What follows belongs to an exercise in optimizing a design on an open flow for small area, a short achievable clock period and few clock cycles per item; a production flow would make more cautious choices. RTL that was checked went through simulation tests only; none was proved equivalent to the original.

==> flow/design.v <==
`timescale 1ns/1ps
`default_nettype none
module div_top (
    input  wire         clk,
    input  wire         rst_n,
    input  wire  [31:0] op1,     
    input  wire  [31:0] op2,     
    input  wire  [2:0]  funct3,
    input  wire         start,
    input  wire         ack,
    output logic [31:0] result,
    output logic        done
);
    localparam logic [1:0] S_IDLE = 2'd0, S_SETUP = 2'd1, S_ITER = 2'd2, S_NEG = 2'd3;
    localparam int DW = 33;              
    localparam int W  = 36;              
    logic [1:0]    st;
    logic [31:0]   a_r;    
    logic [DW-1:0] b_r;    
    logic [31:0]   q_r;    
    logic [1:0]    fn;     
    logic          a_ng;   
    logic          b_ng;   
    logic [4:0]    cnt;    
    logic          neg;    
    logic accept;
    assign accept = start && (st == S_IDLE) && (!done || ack);
    logic        sgn_i, an_i, bn_i, rem_i;
    logic        div0_i, ovfl_i, zq_i, fin_i;
    logic [31:0] imm_i;
    assign rem_i  = funct3[1];
    assign sgn_i  = !funct3[0];
    assign an_i   = sgn_i && op1[31];
    assign bn_i   = sgn_i && op2[31];
    assign div0_i = (op2 == 32'd0);
    assign ovfl_i = sgn_i && (op1 == 32'h8000_0000) && (op2 == 32'hffff_ffff);
    assign zq_i   = (op1 < op2) && !an_i && !bn_i;
    assign fin_i  = div0_i || ovfl_i || zq_i;
    always_comb begin
        if (ovfl_i)      imm_i = rem_i ? 32'd0 : op1;
        else if (rem_i)  imm_i = op1;
        else             imm_i = div0_i ? 32'hffff_ffff : 32'd0;
    end
    logic        is_rem;
    logic [31:0] aa, bb;
    logic [5:0]  la, lb;                 
    logic [6:0]  sh;
    logic [5:0]  sh_c;                   
    assign is_rem = fn[1];
    assign aa     = a_r + 32'(a_ng);     
    assign bb     = b_r[31:0] + 32'(b_ng);
    always_comb begin
        la = 6'd0;
        lb = 6'd0;
        for (int i = 0; i < 32; i++) begin
            if (a_r[i]) la = 6'(i + 1);
            if (b_r[i]) lb = 6'(i + 1);
        end
    end
    assign sh   = {1'b0, la} + 7'(a_ng) - {1'b0, lb};
    assign sh_c = sh[6] ? 6'd0 : sh[5:0];
    logic [W-1:0] r0, d1, d2, cs_s, cs_c;
    logic [W:0]   t1, t2, t3;
    logic         ge1, ge2, ge3;
    logic [1:0]   qd;
    logic [31:0]  r_nx, qn;
    assign r0 = W'(a_r);
    assign d1 = W'(b_r);
    assign d2 = W'(b_r) << 1;
    assign cs_s = r0 ^ ~d1 ^ ~d2;
    assign cs_c = (r0 & ~d1) | (r0 & ~d2) | (~d1 & ~d2);
    assign t1 = {1'b0, r0} - {1'b0, d1};
    assign t2 = {1'b0, r0} - {1'b0, d2};
    assign t3 = {1'b0, cs_s} + {cs_c, 1'b1} + (W + 1)'(1);
    assign ge1 = !t1[W];
    assign ge2 = !t2[W];
    assign ge3 = !t3[W];
    always_comb begin
        if (ge3)      begin qd = 2'd3; r_nx = t3[31:0]; end
        else if (ge2) begin qd = 2'd2; r_nx = t2[31:0]; end
        else if (ge1) begin qd = 2'd1; r_nx = t1[31:0]; end
        else          begin qd = 2'd0; r_nx = a_r;      end
    end
    assign qn = {q_r[29:0], qd};
    always_ff @(posedge clk or negedge rst_n) begin
        if (!rst_n) begin
            st   <= S_IDLE;
            done <= 1'b0;
        end else begin
            case (st)
                S_IDLE: begin
                    if (accept) begin
                        st   <= fin_i ? S_IDLE : S_SETUP;
                        done <= fin_i;
                    end else if (ack) begin
                        done <= 1'b0;
                    end
                end
                S_SETUP: st <= S_ITER;
                S_ITER: begin
                    if (cnt == 5'd0) begin
                        if (neg) begin
                            st <= S_NEG;
                        end else begin
                            st   <= S_IDLE;
                            done <= 1'b1;
                        end
                    end
                end
                default: begin
                    st   <= S_IDLE;
                    done <= 1'b1;
                end
            endcase
        end
    end
    always_ff @(posedge clk) begin
        case (st)
            S_IDLE: begin
                if (accept) begin
                    q_r  <= imm_i;
                    fn   <= funct3[1:0];
                    a_ng <= an_i;
                    b_ng <= bn_i;
                end
            end
            S_SETUP: begin
                q_r <= 32'd0;
                neg <= is_rem ? a_ng : (a_ng ^ b_ng);
            end
            S_ITER: begin
                q_r <= (cnt == 5'd0 && is_rem) ? r_nx : qn;
            end
            default: begin
                q_r <= ~q_r + 32'd1;
            end
        endcase
    end
    always_ff @(posedge clk) begin
        case (st)
            S_IDLE: begin
                a_r <= an_i ? ~op1 : op1;
                b_r <= DW'(bn_i ? ~op2 : op2);
            end
            S_SETUP: begin
                a_r <= aa;
                b_r <= DW'(bb) << {sh_c[5:1], 1'b0};
            end
            default: begin
                a_r <= r_nx;
                b_r <= b_r >> 2;
            end
        endcase
        cnt <= (st == S_SETUP) ? sh_c[5:1] : cnt - 5'd1;
    end
    assign result = q_r;
endmodule
`default_nettype wire
clock: 17.5 ns
lec_check: 0
cap_margin: 20
core_margin: 2
core_utilization: 40
slew_margin: 20
standard.sh (not shown) runs the stock make flow with config.mk's settings and CLKGATE_MAP_FILE= SYNTH_SCRIPT=/design/flow/synth_recipe.tcl, a recipe that flattens the netlist after the stock synthesis.
==> flow/flow/run.sh <==
#!/bin/bash
# standard layout (the standard.sh), with the timing repair asked to leave this much
# setup slack at the design's clock period; the constraints themselves are unchanged
set -uo pipefail
MARGIN=12
bash standard.sh SETUP_SLACK_MARGIN=$MARGIN finish > make_finish.log 2>&1
Testbench counts at the start, summed over its fixed seeds: cycles 10,405, items 2,400.
Then changed:
--- a/flow/design.v
+++ b/flow/design.v
@@ -115,44 +115,35 @@
         end
     end
     always_ff @(posedge clk) begin
         case (st)
             S_IDLE: begin
                 if (accept) begin
+                    a_r  <= an_i ? ~op1 : op1;
+                    b_r  <= DW'(bn_i ? ~op2 : op2);
                     q_r  <= imm_i;
                     fn   <= funct3[1:0];
                     a_ng <= an_i;
                     b_ng <= bn_i;
                 end
             end
             S_SETUP: begin
                 q_r <= 32'd0;
+                cnt <= sh_c[5:1];
                 neg <= is_rem ? a_ng : (a_ng ^ b_ng);
+                a_r <= aa;
+                b_r <= DW'(bb) << {sh_c[5:1], 1'b0};
             end
             S_ITER: begin
                 q_r <= (cnt == 5'd0 && is_rem) ? r_nx : qn;
+                a_r <= r_nx;
+                b_r <= b_r >> 2;
+                cnt <= cnt - 5'd1;
             end
             default: begin
                 q_r <= ~q_r + 32'd1;
             end
         endcase
     end
-    always_ff @(posedge clk) begin
-        case (st)
-            S_IDLE: begin
-                a_r <= an_i ? ~op1 : op1;
-                b_r <= DW'(bn_i ? ~op2 : op2);
-            end
-            S_SETUP: begin
-                a_r <= aa;
-                b_r <= DW'(bb) << {sh_c[5:1], 1'b0};
-            end
-            default: begin
-                a_r <= r_nx;
-                b_r <= b_r >> 2;
-            end
-        endcase
-        cnt <= (st == S_SETUP) ? sh_c[5:1] : cnt - 5'd1;
-    end
     assign result = q_r;
 endmodule
 `default_nettype wire
First-iteration DRC count drops by 5.9%.
Hold slack improves by 53 ps.
Final area climbs by 6.2%.
Sequential share of layout area rose by 2.3 points.
Routed wire length is lower by about 2.5%.
Flip-flop and latch count is unchanged.
Cell count is higher by about 2.6%.
Function not checked in the second run of this note: the RTL went through the layout flow alone.

## re-timing with driven ports
The flow's constraints put no driver on any port. The routed layouts listed below were extracted and timed again, unchanged, in two steps.
Step 1, drivers: a clkbuf_16 drives clk and a buf_2 each remaining input, both assumed.
Step 2 times the ports against the registers' clock, not the clock port: input delays grow and output delays shrink by t, the midpoint of the rising clock arrivals with the driver on.
a / b / c = ideal ports / drivers / drivers and shift; a / b = the first two.
run	shift t [ns]	setup WS [ns]	worst setup path after step 2	worst register clock-pin slew, ns	cell pins on the clock port's net
the first run	0.436	11.759 / 11.788 / 11.351	input to register	0.09 / 0.09	1
the second run	0.412	11.723 / 11.723 / 11.387	input to register	0.08 / 0.08	1
After both steps every run listed still meets setup and hold. For the first run, which loses most, drivers alone change the setup slack by +0.029 ns; drivers and shift together by -0.408 ns.
